From an optimization exercise on the open Yosys and OpenROAD flow, aimed at small area, a short achievable clock period and few clock cycles per item; shortcuts taken in it are not production practice.
Function was checked by simulation only, so behaviour that the tests miss may differ from the original.
Power and IR drop assume default switching activity.

==> inputs of run P <==
## sprite_square_expand_cull_core
module sprite_square_expand_cull_core (
  input  logic                            clk_i,
  input  logic                            rst_ni,
  input  logic                            cfg_we_i,
  input  logic [ssec_pkg::CfgIdxW-1:0]    cfg_idx_i,
  input  logic [ssec_pkg::CfgW-1:0]       cfg_wdata_i,
  input  logic                            s_axis_tvalid,
  output logic                            s_axis_tready,
  input  logic [ssec_pkg::InDataW-1:0]    s_axis_tdata,
  input  logic [ssec_pkg::ActionW-1:0]    s_axis_tuser,
  output logic                            m_axis_tvalid,
  input  logic                            m_axis_tready,
  output logic [ssec_pkg::OutDataW-1:0]   m_axis_tdata,
  output logic                            m_axis_tlast
);
  localparam int SPRITE_SLOTS = ssec_pkg::SPRITE_SLOTS;
  localparam int BANK_SLOTS   = ssec_pkg::SQUARE_SLOTS / 2;
  localparam int CoordW       = 20;
  localparam int QD           = 8;
  logic [5:0]  in_id;
  logic [15:0] in_pos_x, in_pos_y;
  logic [7:0]  in_layer;
  logic        in_flip;
  logic [11:0] in_width;
  logic [7:0]  in_base;
  logic [6:0]  in_count;
  logic [7:0]  in_sq_index;
  logic [11:0] in_off_x, in_off_y;
  assign in_id       = s_axis_tdata[5:0];
  assign in_pos_x    = s_axis_tdata[21:6];
  assign in_pos_y    = s_axis_tdata[37:22];
  assign in_layer    = s_axis_tdata[45:38];
  assign in_flip     = s_axis_tdata[46];
  assign in_width    = s_axis_tdata[58:47];
  assign in_base     = s_axis_tdata[66:59];
  assign in_count    = s_axis_tdata[73:67];
  assign in_sq_index = s_axis_tdata[81:74];
  assign in_off_x    = s_axis_tdata[93:82];
  assign in_off_y    = s_axis_tdata[105:94];
  logic in_acc, hdr_wr, off_wr, push_acc;
  assign hdr_wr   = in_acc && (s_axis_tuser == 2'd1);
  ...
Settings: LEC_CHECK=0, ABC_CLOCK_PERIOD_IN_PS=3000, CAP_MARGIN=20, CORE_MARGIN=2, CORE_UTILIZATION=45, CTS_CLUSTER_DIAMETER=100, CTS_CLUSTER_SIZE=24, SETUP_SLACK_MARGIN=3.0, SLEW_MARGIN=20, SYNTH_MEMORY_MAX_BITS=16384; clock period 6.5 ns.
run.sh (not shown) runs the stock make flow with config.mk's settings and CLKGATE_MAP_FILE= SYNTH_SCRIPT=/design/flow/synth_recipe.tcl, a recipe that flattens the netlist after the stock synthesis.
==> run K: changes against run P <==
--- a/flow/design.v
+++ b/flow/design.v
@@ -156,18 +156,20 @@
   logic [7:0]  sq_q;        
   logic [6:0]  oa_q, ea_q;
   logic [15:0] py0_q;
   logic [11:0] width_q;
   logic [7:0]  layer_q;
   logic        flip_q;
-  logic        issue, last_issue, credit_q;
+  logic        issue, last_issue, credit;
   logic        hdrw_q, e_vld_q;
   logic [QD-1:0] q_th_q, q_th_d;    
-  logic busy_d, hdrw_d, credit_d, drained_d, ready_q, ready_d, last_d;
+  logic          deq;               
+  logic busy_d, hdrw_d, credit_n, drained_n, ready_q, ready_d, last_d;
   assign last_issue    = (rem_q[5:1] == 5'd0);           
-  assign issue         = busy_q && credit_q;
+  assign credit        = e_vld_q ? !q_th_q[QD-4] : !q_th_q[QD-2];
+  assign issue         = busy_q && credit;
   assign s_axis_tready = ready_q;
   assign in_acc        = s_axis_tvalid && ready_q;
   always_comb begin
     busy_d = busy_q;
     last_d = last_issue;
     hdrw_d = hdrw_q;
@@ -177,25 +179,34 @@
     end else if (issue) begin
       if (last_issue) busy_d = 1'b0;
       last_d = (rem_q[5:2] == 4'd0);                    
     end
     if (in_acc) hdrw_d = (s_axis_tuser == 2'd1);
   end
-  assign credit_d  = issue ? !q_th_d[QD-4] : !q_th_d[QD-2];
-  assign drained_d = !busy_d && !issue && !q_th_d[0];
-  assign ready_d   = (!busy_d || (credit_d && last_d)) && (!hdrw_d || drained_d);
+  always_comb begin
+    case ({issue, e_vld_q, deq})
+      3'b000:  credit_n = !q_th_q[QD-2];
+      3'b001:  credit_n = !q_th_q[QD-1];
+      3'b010:  credit_n = !q_th_q[QD-4];
+      3'b011:  credit_n = !q_th_q[QD-3];
+      3'b100:  credit_n = !q_th_q[QD-4];
+      3'b101:  credit_n = !q_th_q[QD-3];
+      3'b110:  credit_n = !q_th_q[QD-6];
+      default: credit_n = !q_th_q[QD-5];
+    endcase
+  end
+  assign drained_n = !busy_d && !issue && !e_vld_q && (deq ? !q_th_q[1] : !q_th_q[0]);
+  assign ready_d   = !push_acc && (!busy_d || (credit_n && last_d)) && (!hdrw_d || drained_n);
   always_ff @(posedge clk_i or negedge rst_ni) begin
     if (!rst_ni) begin
       busy_q   <= 1'b0;
       hdrw_q   <= 1'b0;
-      credit_q <= 1'b1;
       ready_q  <= 1'b1;
     end else begin
       busy_q   <= busy_d;
       hdrw_q   <= hdrw_d;
-      credit_q <= credit_d;
       ready_q  <= ready_d;
     end
   end
   always_ff @(posedge clk_i) begin
     if (push_acc) begin
       rem_q   <= hdr_cm1;
@@ -315,70 +326,77 @@
   assign vis_a = e_vld_q && (e_par_q ? in_od : in_ev);
   assign vis_b = e_vld_q && e_b_q && (e_par_q ? in_ev : in_od);
   assign word_ev = {e_flip_q, e_idev_q, e_layer_q, y_ev, x_ev};
   assign word_od = {e_flip_q, e_idod_q, e_layer_q, y_od, x_od};
   assign wb      = e_par_q ? word_ev : word_od;
   logic [QD-1:0][48:0] q_word_q;
-  logic [QD-1:0]       q_last_q;
-  logic [QD-1:0]       q_wr_q, q_rd_q, q_wr1, q_wrm1;
+  logic [QD-1:0]       q_last_q, q_ok_q;
+  logic [QD-1:0]       q_wr_q, q_rd_q, q_wr1, q_wrm1, q_rd1, q_sel;
   logic                tail_open_q;
-  logic                any_vis, two_vis, retro;
-  logic [48:0]         w0;
-  logic                w0_last, deq, o_vld_q, o_free;
-  assign any_vis = vis_a || vis_b;
-  assign two_vis = vis_a && vis_b;
-  assign w0      = (vis_a ^ e_par_q) ? word_ev : word_od;
-  assign w0_last = e_end_q && !two_vis;
-  assign retro   = e_vld_q && e_end_q && !any_vis && tail_open_q;
-  assign q_wr1   = {q_wr_q[QD-2:0], q_wr_q[QD-1]};
-  assign q_wrm1  = {q_wr_q[0], q_wr_q[QD-1:1]};
-  assign o_free  = !o_vld_q || m_axis_tready;
-  assign deq     = o_free && q_th_q[0] && (!tail_open_q || q_th_q[1]);
+  logic                any_vis, retro, head_hole, o_vld_q, o_free;
+  logic [48:0]         wa;
+  assign any_vis   = vis_a || vis_b;
+  assign wa        = e_par_q ? word_od : word_ev;
+  assign retro     = e_vld_q && e_end_q && !any_vis && tail_open_q;
+  assign q_wr1     = {q_wr_q[QD-2:0], q_wr_q[QD-1]};
+  assign q_wrm1    = {q_wr_q[0], q_wr_q[QD-1:1]};
+  assign q_rd1     = {q_rd_q[QD-2:0], q_rd_q[QD-1]};
+  assign o_free    = !o_vld_q || m_axis_tready;
+  assign head_hole = |(q_rd_q & ~q_ok_q);
+  assign q_sel     = (q_rd_q & q_ok_q) | (q_rd1 & ~{q_ok_q[QD-2:0], q_ok_q[QD-1]});
+  assign deq       = o_free && (head_hole ? (q_th_q[1] && (!tail_open_q || q_th_q[2]))
+                                          : (q_th_q[0] && (!tail_open_q || q_th_q[1])));
   always_comb begin
     q_th_d = q_th_q;
-    case ({any_vis, two_vis, deq})
-      3'b001:  q_th_d = {1'b0, q_th_q[QD-1:1]};
-      3'b100:  q_th_d = {q_th_q[QD-2:0], 1'b1};
-      3'b110:  q_th_d = {q_th_q[QD-3:0], 2'b11};
-      3'b111:  q_th_d = {q_th_q[QD-2:0], 1'b1};
+    case ({vis_b, vis_a && !vis_b, deq, head_hole})
+      4'b0010: q_th_d = {1'b0, q_th_q[QD-1:1]};
+      4'b0011: q_th_d = {2'b0, q_th_q[QD-1:2]};
+      4'b0100: q_th_d = {q_th_q[QD-2:0], 1'b1};
+      4'b0101: q_th_d = {q_th_q[QD-2:0], 1'b1};
+      4'b0111: q_th_d = {1'b0, q_th_q[QD-1:1]};
+      4'b1000: q_th_d = {q_th_q[QD-3:0], 2'b11};
+      4'b1001: q_th_d = {q_th_q[QD-3:0], 2'b11};
+      4'b1010: q_th_d = {q_th_q[QD-2:0], 1'b1};
       default: q_th_d = q_th_q;
     endcase
   end
   always_ff @(posedge clk_i or negedge rst_ni) begin
     if (!rst_ni) begin
       q_wr_q      <= QD'(1);
       q_rd_q      <= QD'(1);
       q_th_q      <= '0;
       tail_open_q <= 1'b0;
     end else begin
-      if (two_vis)      q_wr_q <= {q_wr1[QD-2:0], q_wr1[QD-1]};
-      else if (any_vis) q_wr_q <= q_wr1;
-      if (deq) q_rd_q <= {q_rd_q[QD-2:0], q_rd_q[QD-1]};
+      if (vis_b)      q_wr_q <= {q_wr1[QD-2:0], q_wr1[QD-1]};
+      else if (vis_a) q_wr_q <= q_wr1;
+      if (deq) q_rd_q <= head_hole ? {q_rd1[QD-2:0], q_rd1[QD-1]} : q_rd1;
       q_th_q <= q_th_d;
       if (any_vis)                 tail_open_q <= !e_end_q;
       else if (e_vld_q && e_end_q) tail_open_q <= 1'b0;
     end
   end
   for (genvar i = 0; i < QD; i++) begin : g_q
     always_ff @(posedge clk_i) begin
       if (e_vld_q && q_wr_q[i]) begin
-        q_word_q[i] <= w0;
-        q_last_q[i] <= w0_last;
+        q_word_q[i] <= wa;
+        q_last_q[i] <= e_end_q && !vis_b;
+        q_ok_q[i]   <= vis_a;
       end else if (e_vld_q && q_wr1[i]) begin
         q_word_q[i] <= wb;
         q_last_q[i] <= e_end_q;
+        q_ok_q[i]   <= 1'b1;
       end else if (retro && q_wrm1[i]) begin
         q_last_q[i] <= 1'b1;
       end
     end
   end
   logic [49:0] o_q, q_head;
   always_comb begin
     q_head = '0;
     for (int i = 0; i < QD; i++) begin
-      q_head = q_head | ({q_last_q[i], q_word_q[i]} & {50{q_rd_q[i]}});
+      q_head = q_head | ({q_last_q[i], q_word_q[i]} & {50{q_sel[i]}});
     end
   end
   always_ff @(posedge clk_i or negedge rst_ni) begin
     if (!rst_ni) begin
       o_vld_q <= 1'b0;
     end else if (o_free) begin
CORE_UTILIZATION = 62   (was 45)
==> flow_results.xml <==
<?xml version="1.0" encoding="UTF-8"?>
<metrics>
  <group name="status">
    <metric name="status" unit="">complete, no violations</metric>
  </group>
  <group name="floorplanning">
    <metric name="dieArea" unit="um2">759600</metric>
    <metric name="start_util" unit="">0.4516</metric>
  </group>
  <group name="finish">
    <metric name="drive_above_1_share" unit="">0.2493</metric>
  </group>
  <group name="synthesis">
    <metric name="edff_count_synth" unit="">8432</metric>
    <metric name="synthTopCellsByArea" unit="">sky130_fd_sc_hd__edfxtp_1 (75%), sky130_fd_sc_hd__mux4_2 (14%), sky130_fd_sc_hd__a22oi_1 (2.2%)</metric>
  </group>
  <group name="timing">
    <metric name="max_transition_margin" unit="">0.1718</metric>
    <metric name="finClkSkew" unit="ns">0.09859</metric>
  </group>
  <group name="clocking">
    <metric name="insertion_delay" unit="ns">1.17</metric>
  </group>
  <group name="pwr">
    <metric name="swShare" unit="">0.2483</metric>
    <metric name="combinationalPowerShare" unit="">0.134</metric>
  </group>
  <group name="placement">
    <metric name="gpl.final_weighted_congestion" unit="">0.8932</metric>
  </group>
</metrics>
(the above is from run P)
==> flow_results.xml <==
<?xml version="1.0" encoding="UTF-8"?>
<metrics>
  <group name="timing">
    <metric name="max_transition_margin" unit="">0.1564</metric>
    <metric name="finClkSkew" unit="ns">0.08371</metric>
  </group>
  <group name="floorplanning">
    <metric name="start_util" unit="">0.6225</metric>
  </group>
  <group name="pwr">
    <metric name="swShare" unit="">0.2729</metric>
    <metric name="combinationalPowerShare" unit="">0.212</metric>
  </group>
  <group name="synthesis">
    <metric name="ys_ff_latch" unit="">8728</metric>
    <metric name="synthTopCellsByArea" unit="">sky130_fd_sc_hd__edfxtp_1 (75%), sky130_fd_sc_hd__mux4_2 (14%), sky130_fd_sc_hd__a22oi_1 (2.2%)</metric>
  </group>
  <group name="finish">
    <metric name="drive_above_1_share" unit="">0.2462</metric>
  </group>
  <group name="status">
    <metric name="status" unit="">complete, no violations</metric>
  </group>
  <group name="placement">
    <metric name="gpl.final_weighted_congestion" unit="">0.9237</metric>
  </group>
  <group name="setup_path">
    <metric name="worstPathMaxFanout" unit="">9</metric>
  </group>
  <group name="clocking">
    <metric name="insertion_delay" unit="ns">1.13</metric>
  </group>
</metrics>
(the above is from run K)
Testbench counts of run P, summed over its fixed seeds: cycles 27,568, squares 25,595.
Testbench counts of run K, summed over its fixed seeds: cycles 27,764, squares 25,595.

-- afterwards: timing with drivers on the ports --
No port has a modelled driver above. Below, the same layouts with a new extraction and two added sets of constraints. Step 1, drivers: a clkbuf_16 drives clk_i and a buf_2 each remaining input, both assumed. Step 2, shift: input delay + t, output delay - t, t = (earliest + latest rising clock arrival at the registers) / 2. This alone moves slack from input paths to output paths. a / b / c = ideal ports / drivers / drivers and shift; a / b = the first two.
run	t (ns)	setup slack, ns	hold slack, ns	worst slew at a driven data input, ns
run P	1.246	2.750 / 2.750 / 1.695	0.149 / 0.045 / 0.347	0.40
run K	1.218	2.752 / 2.752 / 1.761	0.095 / 0.003 / 0.338	0.48
After both steps setup and hold are still met in every run listed. For run P, which loses most, drivers alone change the setup slack by 0.000 ns; drivers and shift together by -1.055 ns.
